From an optimization exercise on the open Yosys and OpenROAD flow, aimed at small area; shortcuts taken in it are not production practice. Function was checked by simulation only, so behaviour that the tests miss may differ from the original. Power and IR drop assume default switching activity.

$ cat design/flow/design.v
package llc_pkg;
    typedef struct packed {
        logic flush;                        
    } llc_rst_t;
    typedef struct packed {
        logic [32-1:0] addr;
        logic [32-1:0] data;
    } llc_rsp_t;
    typedef struct packed {
        logic [1:0]             op;
        logic [32-1:0] addr;
        logic [32-1:0] data;
    } llc_req_t;
    typedef struct packed {
        logic                   write;
        logic [32-1:0] addr;
        logic [32-1:0] data;
    } llc_dma_req_t;
    typedef struct packed {
        logic recall_pending;
        logic recall_valid;
        logic rst_stall;
        logic flush_stall;
        logic req_stall;
        logic dma_read_pending;
        logic dma_write_pending;
        logic save_req;                     
    } llc_status_t;
    typedef enum logic [3:0] {
        kind_rst,
        kind_rsp,
        kind_req,
        kind_stalled_req,
        kind_dma_req,
        kind_rst_resume,
        kind_flush_resume,
        kind_dma_read_resume,
        kind_dma_write_resume
    } llc_kind_t;
    typedef struct packed {
        logic rst_to_resume;
        logic flush_to_resume;
        logic rst_to_get;
        logic rsp_to_get;
        logic req_to_get;
        logic dma_req_to_get;
    } llc_sel_t;
    typedef struct packed {
        llc_kind_t              kind;
        logic                   look;       
        logic [1:0]             op;
        logic [32-1:0] addr;
        logic [32-1:0] data;
    } llc_dispatch_t;
endpackage
`timescale 1ns/1ps
module llc_in_fifo #(
    parameter int W = 1
) (
    input  logic     clk,
    input  logic     rst,
    input  logic     in_req,
    input  logic [W-1:0] in_data,
    output logic     in_ack,
    input  logic     pop,
    output logic     valid,
    output logic [W-1:0] head
);
    localparam int ptr_w = $clog2(4);
    logic [W-1:0]     mem [4];
    logic [ptr_w-1:0] wr_ptr;
    logic [ptr_w-1:0] rd_ptr;
    logic [ptr_w:0]   count;
    logic             push;
    logic             pop_ok;
    assign push   = in_req && !in_ack && (count < 4);
    assign pop_ok = pop && valid;
    assign valid  = (count != '0);
    assign head   = mem[rd_ptr];
    always_ff @(posedge clk or negedge rst) begin
        if (!rst) begin
            wr_ptr <= '0;
            rd_ptr <= '0;
            count  <= '0;
            in_ack <= 1'b0;
        end else begin
            if (push) begin
                wr_ptr <= (wr_ptr == ptr_w'(4 - 1)) ? '0 : wr_ptr + 1'b1;
                in_ack <= 1'b1;
            end else if (in_ack && !in_req) begin
                in_ack <= 1'b0;                 
            end
            if (pop_ok) begin
                rd_ptr <= (rd_ptr == ptr_w'(4 - 1)) ? '0 : rd_ptr + 1'b1;
            end
            case ({push, pop_ok})
                2'b10:   count <= count + 1'b1;
                2'b01:   count <= count - 1'b1;
                default: count <= count;
            endcase
        end
    end
    always_ff @(posedge clk) begin
        if (push) begin
            mem[wr_ptr] <= in_data;
        end
    end
endmodule
`timescale 1ns/1ps
module llc_input_decoder (
    input  logic                clk,
    input  logic                rst,
    input  logic                decode_en,
    input  llc_pkg::llc_status_t status,
    input  logic                rst_valid,
    input  logic                rsp_valid,
    input  logic                req_valid,
    input  logic                dma_valid,
    input  logic                req_in_stalled_valid,
    input  logic                is_dma_read_to_resume,
    input  logic                is_dma_write_to_resume,
    output llc_pkg::llc_sel_t   sel,
    output logic                look,
    output logic                do_get_req,
    output logic                do_get_dma_req,
    output logic                update_req_in_from_stalled,
    output logic                clr_req_in_stalled_valid,
    output logic                set_dma_read_resume,
    output logic                set_dma_write_resume,
    output logic                clr_dma_read_resume,
    output logic                clr_dma_write_resume
);
    llc_pkg::llc_sel_t sel_next;
    logic              dma_pending;
    assign dma_pending = status.dma_read_pending | status.dma_write_pending;
    always_comb begin
        sel_next                   = '0;
        do_get_req                 = 1'b0;
        do_get_dma_req             = 1'b0;
        update_req_in_from_stalled = 1'b0;
        clr_req_in_stalled_valid   = 1'b0;
        set_dma_read_resume        = 1'b0;
        set_dma_write_resume       = 1'b0;
        clr_dma_read_resume        = 1'b0;
        clr_dma_write_resume       = 1'b0;
        if (decode_en) begin
            clr_dma_read_resume  = 1'b1;        
            clr_dma_write_resume = 1'b1;
            if (status.recall_pending) begin
                if (!status.recall_valid) begin
                    sel_next.rsp_to_get = rsp_valid;
                end else if (status.dma_read_pending) begin
                    set_dma_read_resume = 1'b1;
                    clr_dma_read_resume = 1'b0;
                end else if (status.dma_write_pending) begin
                    set_dma_write_resume = 1'b1;
                    clr_dma_write_resume = 1'b0;
                end
            end else if (status.rst_stall) begin
                sel_next.rst_to_resume = 1'b1;
            end else if (status.flush_stall) begin
                sel_next.flush_to_resume = 1'b1;
            end else if (rst_valid && !dma_pending) begin
                sel_next.rst_to_get = 1'b1;
            end else if (rsp_valid) begin
                sel_next.rsp_to_get = 1'b1;
            end else if (!status.req_stall && (req_valid || req_in_stalled_valid)) begin
                if (req_in_stalled_valid) begin  
                    update_req_in_from_stalled = 1'b1;
                    clr_req_in_stalled_valid   = 1'b1;
                end else begin
                    do_get_req = 1'b1;
                end
                sel_next.req_to_get = 1'b1;
            end else if (status.dma_read_pending) begin
                set_dma_read_resume = 1'b1;
                clr_dma_read_resume = 1'b0;
            end else if (status.dma_write_pending) begin
                if (dma_valid) begin
                    set_dma_write_resume = 1'b1;
                    clr_dma_write_resume = 1'b0;
                    do_get_dma_req       = 1'b1;
                end
            end else if (dma_valid && !status.req_stall) begin
                sel_next.dma_req_to_get = 1'b1;
                do_get_dma_req          = 1'b1;
            end
        end
    end
    always_ff @(posedge clk or negedge rst) begin
        if (!rst) begin
            sel <= '0;
        end else if (decode_en) begin
            sel <= sel_next;
        end
    end
    assign look = sel.flush_to_resume | sel.rsp_to_get | sel.req_to_get
                | sel.dma_req_to_get
                | (is_dma_read_to_resume & ~status.recall_pending)
                | (is_dma_write_to_resume & ~status.recall_pending);
endmodule
`timescale 1ns/1ps
module llc_resume_regs (
    input  logic              clk,
    input  logic              rst,
    input  logic              save_req,
    input  llc_pkg::llc_req_t last_req,
    input  logic              clr_req_in_stalled_valid,
    input  logic              set_dma_read_resume,
    input  logic              set_dma_write_resume,
    input  logic              clr_dma_read_resume,
    input  logic              clr_dma_write_resume,
    output logic              req_in_stalled_valid,
    output llc_pkg::llc_req_t req_in_stalled,
    output logic              is_dma_read_to_resume,
    output logic              is_dma_write_to_resume
);
    always_ff @(posedge clk or negedge rst) begin
        if (!rst) begin
            req_in_stalled_valid   <= 1'b0;
            is_dma_read_to_resume  <= 1'b0;
            is_dma_write_to_resume <= 1'b0;
        end else begin
            if (save_req) begin
                req_in_stalled_valid <= 1'b1;
            end else if (clr_req_in_stalled_valid) begin
                req_in_stalled_valid <= 1'b0;
            end
            if (set_dma_read_resume) begin
                is_dma_read_to_resume <= 1'b1;  
            end else if (clr_dma_read_resume) begin
                is_dma_read_to_resume <= 1'b0;
            end
            if (set_dma_write_resume) begin
                is_dma_write_to_resume <= 1'b1;
            end else if (clr_dma_write_resume) begin
                is_dma_write_to_resume <= 1'b0;
            end
        end
    end
    always_ff @(posedge clk) begin
        if (save_req) begin
            req_in_stalled <= last_req;
        end
    end
endmodule
`timescale 1ns/1ps
module llc_dispatch (
    input  logic                   clk,
    input  logic                   rst,
    input  llc_pkg::llc_sel_t      sel,
    input  logic                   look,
    input  logic                   do_get_req,
    input  logic                   do_get_dma_req,
    input  logic                   update_req_in_from_stalled,
    input  logic                   set_dma_read_resume,
    input  logic                   set_dma_write_resume,
    input  llc_pkg::llc_rst_t      rst_head,
    input  llc_pkg::llc_rsp_t      rsp_head,
    input  llc_pkg::llc_req_t      req_head,
    input  llc_pkg::llc_req_t      req_in_stalled,
    input  llc_pkg::llc_dma_req_t  dma_head,
    output logic                   decode_en,
    output logic                   pop_rst,
    output logic                   pop_rsp,
    output llc_pkg::llc_req_t      last_req,
    output logic                   out_req,
    input  logic                   out_ack,
    output llc_pkg::llc_dispatch_t out_rec
);
    typedef enum logic [1:0] {st_idle, st_decode, st_build, st_handshake} state_t;
    state_t                 state;
    llc_pkg::llc_dispatch_t cap;            
    llc_pkg::llc_dispatch_t rec;
    logic                   cap_rd;
    logic                   cap_wr;
    logic                   rec_due;
    assign decode_en = (state == st_decode);
    assign pop_rst   = (state == st_build) && sel.rst_to_get;
    assign pop_rsp   = (state == st_build) && sel.rsp_to_get;
    assign rec_due = (|sel) | cap_wr | (cap_rd & look);
    always_comb begin
        rec      = cap;
        rec.look = look;
        if (sel.rst_to_get) begin
            rec.kind    = llc_pkg::kind_rst;
            rec.op      = '0;
            rec.addr    = '0;
            rec.data    = '0;
            rec.data[0] = rst_head.flush;
        end else if (sel.rsp_to_get) begin
            rec.kind = llc_pkg::kind_rsp;
            rec.op   = '0;
            rec.addr = rsp_head.addr;
            rec.data = rsp_head.data;
        end else if (sel.rst_to_resume || sel.flush_to_resume) begin
            rec.kind = sel.rst_to_resume ? llc_pkg::kind_rst_resume
                                         : llc_pkg::kind_flush_resume;
            rec.op   = '0;
            rec.addr = '0;
            rec.data = '0;
        end
    end
    always_ff @(posedge clk or negedge rst) begin
        if (!rst) begin
            state   <= st_idle;
            out_req <= 1'b0;
            cap_rd  <= 1'b0;
            cap_wr  <= 1'b0;
        end else begin
            case (state)
                st_idle: begin
                    if (!out_ack) state <= st_decode;
                end
                st_decode: begin
                    cap_rd <= set_dma_read_resume;
                    cap_wr <= set_dma_write_resume & do_get_dma_req;
                    state  <= st_build;
                end
                st_build: begin
                    if (rec_due) begin
                        out_req <= 1'b1;
                        state   <= st_handshake;
                    end else begin
                        state <= st_decode;  
                    end
                end
                default: begin
                    if (out_ack) begin
                        out_req <= 1'b0;
                        state   <= st_idle;
                    end
                end
            endcase
        end
    end
    always_ff @(posedge clk) begin
        if (state == st_decode) begin
            cap      <= '0;
            cap.kind <= llc_pkg::kind_dma_read_resume;
            if (update_req_in_from_stalled) begin
                cap.kind <= llc_pkg::kind_stalled_req;
                cap.op   <= req_in_stalled.op;
                cap.addr <= req_in_stalled.addr;
                cap.data <= req_in_stalled.data;
            end else if (do_get_req) begin
                cap.kind <= llc_pkg::kind_req;
                cap.op   <= req_head.op;
                cap.addr <= req_head.addr;
                cap.data <= req_head.data;
            end else if (do_get_dma_req) begin
                cap.kind <= set_dma_write_resume ? llc_pkg::kind_dma_write_resume
                                                 : llc_pkg::kind_dma_req;
                cap.op   <= {1'b0, dma_head.write};
                cap.addr <= dma_head.addr;
                cap.data <= dma_head.data;
            end
        end
        if (state == st_build && rec_due) begin
            out_rec <= rec;
            if (sel.req_to_get) begin
                last_req <= {cap.op, cap.addr, cap.data};
            end
        end
    end
endmodule
`timescale 1ns/1ps
module llc_front (
    input  logic                   clk,
    input  logic                   rst,
    input  logic                   rst_in_req,
    input  llc_pkg::llc_rst_t      rst_in_data,
    output logic                   rst_in_ack,
    input  logic                   rsp_in_req,
    input  llc_pkg::llc_rsp_t      rsp_in_data,
    output logic                   rsp_in_ack,
    input  logic                   req_in_req,
    input  llc_pkg::llc_req_t      req_in_data,
    output logic                   req_in_ack,
    input  logic                   dma_in_req,
    input  llc_pkg::llc_dma_req_t  dma_in_data,
    output logic                   dma_in_ack,
    input  llc_pkg::llc_status_t   status,
    output logic                   out_req,
    input  logic                   out_ack,
    output llc_pkg::llc_dispatch_t out_rec
);
    llc_pkg::llc_rst_t     rst_head;
    llc_pkg::llc_rsp_t     rsp_head;
    llc_pkg::llc_req_t     req_head;
    llc_pkg::llc_dma_req_t dma_head;
    llc_pkg::llc_req_t     req_in_stalled;
    llc_pkg::llc_req_t     last_req;
    llc_pkg::llc_sel_t     sel;
    logic rst_valid;
    logic rsp_valid;
    logic req_valid;
    logic dma_valid;
    logic pop_rst;
    logic pop_rsp;
    logic decode_en;
    logic look;
    logic do_get_req;
    logic do_get_dma_req;
    logic update_req_in_from_stalled;
    logic clr_req_in_stalled_valid;
    logic req_in_stalled_valid;
    logic set_dma_read_resume;
    logic set_dma_write_resume;
    logic clr_dma_read_resume;
    logic clr_dma_write_resume;
    logic is_dma_read_to_resume;
    logic is_dma_write_to_resume;
    llc_in_fifo #(.W($bits(rst_head))) u_rst_fifo (
        .clk, .rst, .in_req(rst_in_req), .in_data(rst_in_data), .in_ack(rst_in_ack),
        .pop(pop_rst), .valid(rst_valid), .head(rst_head)
    );
    llc_in_fifo #(.W($bits(rsp_head))) u_rsp_fifo (
        .clk, .rst, .in_req(rsp_in_req), .in_data(rsp_in_data), .in_ack(rsp_in_ack),
        .pop(pop_rsp), .valid(rsp_valid), .head(rsp_head)
    );
    llc_in_fifo #(.W($bits(req_head))) u_req_fifo (
        .clk, .rst, .in_req(req_in_req), .in_data(req_in_data), .in_ack(req_in_ack),
        .pop(do_get_req), .valid(req_valid), .head(req_head)
    );
    llc_in_fifo #(.W($bits(dma_head))) u_dma_fifo (
        .clk, .rst, .in_req(dma_in_req), .in_data(dma_in_data), .in_ack(dma_in_ack),
        .pop(do_get_dma_req), .valid(dma_valid), .head(dma_head)
    );
    llc_input_decoder u_decoder (
        .clk, .rst, .decode_en, .status, .rst_valid, .rsp_valid, .req_valid, .dma_valid,
        .req_in_stalled_valid, .is_dma_read_to_resume, .is_dma_write_to_resume, .sel,
        .look, .do_get_req, .do_get_dma_req, .update_req_in_from_stalled,
        .clr_req_in_stalled_valid, .set_dma_read_resume, .set_dma_write_resume,
        .clr_dma_read_resume, .clr_dma_write_resume
    );
    llc_resume_regs u_resume (
        .clk, .rst, .save_req(status.save_req), .last_req, .clr_req_in_stalled_valid,
        .set_dma_read_resume, .set_dma_write_resume, .clr_dma_read_resume,
        .clr_dma_write_resume, .req_in_stalled_valid, .req_in_stalled,
        .is_dma_read_to_resume, .is_dma_write_to_resume
    );
    llc_dispatch u_dispatch (
        .clk, .rst, .sel, .look, .do_get_req, .do_get_dma_req, .update_req_in_from_stalled,
        .set_dma_read_resume, .set_dma_write_resume, .rst_head, .rsp_head, .req_head,
        .req_in_stalled, .dma_head, .decode_en, .pop_rst, .pop_rsp, .last_req, .out_req,
        .out_ack, .out_rec
    );
endmodule
$ cat design/flow/config.mk
export PLATFORM = sky130hd
export DESIGN_NAME = llc_front
export DESIGN_NICKNAME = llc_front
export VERILOG_FILES = /design/flow/design.v
export SDC_FILE = /design/flow/constraint.sdc
export NUM_CORES = 4
export LEC_CHECK = 0
export CAP_MARGIN = 20
export CORE_MARGIN = 2
export CORE_UTILIZATION = 40
export SLEW_MARGIN = 20
$ cat design/flow/run.sh
#!/bin/bash
# synth_recipe.tcl (not shown) runs the flow's synth.tcl, then flattens the netlist and writes it again
# the make line also repeats each setting of config.mk as NAME=value (left out here)
make -C /OpenROAD-flow-scripts/flow DESIGN_CONFIG=/design/flow/config.mk WORK_HOME=/design/flow/orfs CLKGATE_MAP_FILE= SYNTH_SCRIPT=/design/flow/synth_recipe.tcl finish
$ cat design/flow/constraint.sdc
create_clock -name core_clock -period 5.0 [get_ports {clk}]
set_input_delay 1.0000 -clock core_clock [delete_from_list [all_inputs] [get_ports {clk}]]
set_output_delay 1.0000 -clock core_clock [all_outputs]
set_load 0.01 [all_outputs]
==> results.sh <==
export IMPL_hold_violations=0
export IMPL_wl_per_cell_um=27.8
export IMPL_final_cells=3613
export IMPL_root_buffer="clkbuf_16"
export IMPL_start_util_pct=40.3
export IMPL_die_w_um=324
export IMPL_grt_max_degree=74
export IMPL_syn_nets=2040
export IMPL_synth_common_cells="1057 x edfxtp_1, 196 x mux4_2, 68 x mux2i_1"
export IMPL_grt_use_total_pct=19.0
export IMPL_cellLeakagePower_uw=0.0161
export IMPL_drt_first_iter_violations=1688
export IMPL_final_min_clock_period_ns=3.40
export IMPL_portBuffers=286
export IMPL_htreeDepth=3
export IMPL_path_class="primary input to register"
export IMPL_ys_ff_latch=1103
export IMPL_grt_overflow=0
export IMPL_start_kind="primary input"
export IMPL_worstHoldPathType="primary input to asynchronous set/reset pin"
export IMPL_wl_um=100000
export IMPL_route_met2_wl_um=49600
export IMPL_final_area_sq_um=49300
export IMPL_area_growth_pct=20.0
export IMPL_dieHeight_um=324
export IMPL_grt_pass1_vias=20100
export IMPL_synth_area_sq_um=41000
export IMPL_dp_cells=3402
export IMPL_cap_violations=0
export IMPL_drive_above_1_share_pct=19.0
export IMPL_outcome="finished clean"
export IMPL_cts_resized=0
export IMPL_core_area_sq_um=102000
export IMPL_top_layer="met5"
export IMPL_drc=0
export IMPL_pwr_density_cell_nw_per_um2=499
export IMPL_fill_cells=8218
export IMPL_max_freq_mhz=294
export IMPL_async_flop_share_pct=4.17
export IMPL_viasPerCell=5.36
export IMPL_rr_worst_depth=10
export IMPL_nNetsFinal=2387
export IMPL_path_max_fanout=25
export IMPL_setup_tns_final_ns=0
export IMPL_synth_edf_count=1057
export IMPL_finClkSkew_ns=0.0238
export IMPL_grt_pass1_wl_um=145000
export IMPL_met3_length_um=7180
export IMPL_end_kind="register"
export IMPL_cp_data_required_time_ns=5.59
export IMPL_yosysTopAreaCellShare_pct=77.3
export IMPL_drt_met1_wl_um=40600
export IMPL_synth_area_leaders="edfxtp_1 77%, mux4_2 11%, dfrtp_1 2.8%"
export IMPL_clk_latency_ns=0.68
export IMPL_cts_tree="built"
export IMPL_dp_slack_ns=0.959
export IMPL_max_vdd_ir_drop_mv=0.472
export IMPL_drtAntennaViolNets=0
export IMPL_synth_seq_area_share_pct=80.1
export IMPL_die_area_sq_um=105000
export IMPL_antenna_found_initial=24
export IMPL_gp_congestion=0.805
export IMPL_cts_hold_buf=0
export IMPL_post_cts_buffers=0
export IMPL_timing_final_setup_violations=0
export IMPL_setup_ws_ns=1.60
export IMPL_drv_slew=0
export IMPL_first_pass_iters=5
export IMPL_yosysMostFrequentCell="edfxtp_1"
export IMPL_worstPathArrival_ns=3.99
export IMPL_cts_made_buffers=111
export IMPL_syn_inst=1801
export IMPL_ios=287
export IMPL_clk_path_buf_depth=3
export IMPL_fp_row_count=117
export IMPL_yosysTopAreaCell="edfxtp_1"
export IMPL_cts_sinks=1103
export IMPL_hpwlAfterDp_um=63900
export IMPL_vias=19400
export IMPL_synth_warnings=7
export IMPL_place_area_sq_um=45700
export IMPL_regToRegSetupSlack_ns=1.63
export IMPL_finalCritPeriodShare_pct=68.0
export IMPL_rsz0062_at_grt="false"
export IMPL_relSlewSlack_pct=25.3
export IMPL_ys_types=48
export IMPL_postSynthAreaPerCell_sq_um=22.8
export IMPL_clk_pin_slew_ns=0.06
export IMPL_synthFlopType="edfxtp_1"
export IMPL_worstMarginPinSlew_ns=1.12
-- report_power, final --
| group | internal (uW) | switching, uW | total (uW) |
|---|---|---|---|
| Sequential | 11700 | 760 | 12400 |
| Clock | 4580 | 3450 | 8040 |
| Combinational | 1800 | 2310 | 4110 |
| Total | 18100 | 6520 | 24600 |
-- cells in the final DEF (no fill, tap or decap), types with 11 or more instances in the layout --
cell type | synthesis | layout
edfxtp_1 | 1057 | 1057
nand2_1 | 24 | 23
clkbuf_16 | 0 | 112
dfrtp_1 | 46 | 39
mux2i_1 | 68 | 68
o2bb2ai_1 | 58 | 58
and2_4 | 1 | 14
o21ai_0 | 20 | 20
a22o_1 | 65 | 65
clkinv_1 | 0 | 27
clkinv_2 | 0 | 15
buf_4 | 0 | 21
ha_1 | 24 | 24
clkdlybuf4s50_1 | 0 | 284
buf_12 | 1 | 11
clkbuf_1 | 46 | 29
nor2_1 | 17 | 17
inv_1 | 34 | 33
mux4_2 | 196 | 196
-- registers in the layout, summed over array words and instances (netlist names), 4 cells and up --
register                 count
u_decoder.sel                6
u_dispatch.cap              70
u_dispatch.last_req         66
u_dispatch.out_rec          71
u_dma_fifo.mem             260
u_req_fifo.mem             264
u_resume.req_in_stalled     66
u_rsp_fifo.mem             256
u_rst_fifo.mem               4
-- routing by layer --
layer | GRT usage [%] | vias up
li1 | - | 8231
met1 | 25.1 | 10200
met2 | 31.3 | 699
met3 | 4.74 | 188
met4 | 5.38 | 32
met5 | 0 | -
-- layout make-up --
class | count | area [sq um] | area share (%)
flip-flops and latches | 1103 | 32900 | 66.8
multi-input cells | 578 | 7680 | 15.6
repair buffers | 319 | 3280 | 6.66
clock buffers | 144 | 2950 | 5.99
well taps | 1368 | 1710 | 3.47
clock inverters | 64 | 572 | 1.16
inverters | 35 | 141 | 0.287
diodes | 2 | 5.00 | 0.0102
-- through the flow --
stage               total power, uW  hold WS, ns  utilization (%)
detailed placement            16800        0.405             44.9
global placement              16700        0.401             44.9
floorplan                     14600        0.400                -
CTS                           24900       0.0605             48.4
global route                  25500       0.0808             48.4
finish                        24600        0.108             48.4
-- path summary, 6_finish.rpt --
kind,from,to
max,status[4],u_dma_fifo.count[2]
min,rst,u_req_fifo.in_ack
max reg2reg,u_resume.req_in_stalled_valid,u_dma_fifo.count[2]
min reg2reg,u_dispatch.last_req[0],u_resume.req_in_stalled[0]
max in group asynchronous,rst,u_rsp_fifo.rd_ptr[1]
min in group core_clock,u_dispatch.last_req[0],u_resume.req_in_stalled[0]
-- worst max-delay path, stage by stage --
cell	delay, ns
clkdlybuf4s50_1	0.46
nor3_1	0.33
nand2_1	0.16
or4_4	0.63
clkinv_4	0.25
ha_1	0.24
inv_1	0.07
fa_1	0.42
xor2_1	0.15
nor2_1	0.11
xor2_1	0.16
-- kinds of logic (layout without fill, tap and decap cells) --
logic type	count (synthesis)	in the layout	synth area share, %
flops	1103	1103	80.1
mux	272	272	12.6
compound gates	169	169	3.48
buf+inv	120	562	1.29
simple gates	97	97	1.28
fa+ha+maj	28	28	0.927
xor+xnor	12	12	0.256
other cells	0	2	0

[static timing again, ports no longer ideal]
In the flow no input, the clock included, has a driving cell. The finished layout below was timed again as built, in two steps.
Step 1: set_driving_cell puts a clkbuf_16 on clk and a buf_2 on each other input, an assumption about the parent block.
Step 2 moves the port delays by t, midway between the first and last clock arrival at a register: inputs arrive t later, outputs are due t later. That takes back most of the time a late clock gives input paths.
Slacks: no drivers / after step 1 / after step 2; pairs: no drivers / after step 1.
shift t [ns]: 0.743
setup WS [ns]: 1.601 / 1.628 / 0.898
hold WS [ns]: 0.108 / 0.077 / 0.401
slew at the worst register clock pin (ns): 0.07 / 0.07
After both steps this run still meets setup and hold. The setup slack of this run moves by +0.027 ns with the drivers and by -0.703 ns with both steps.
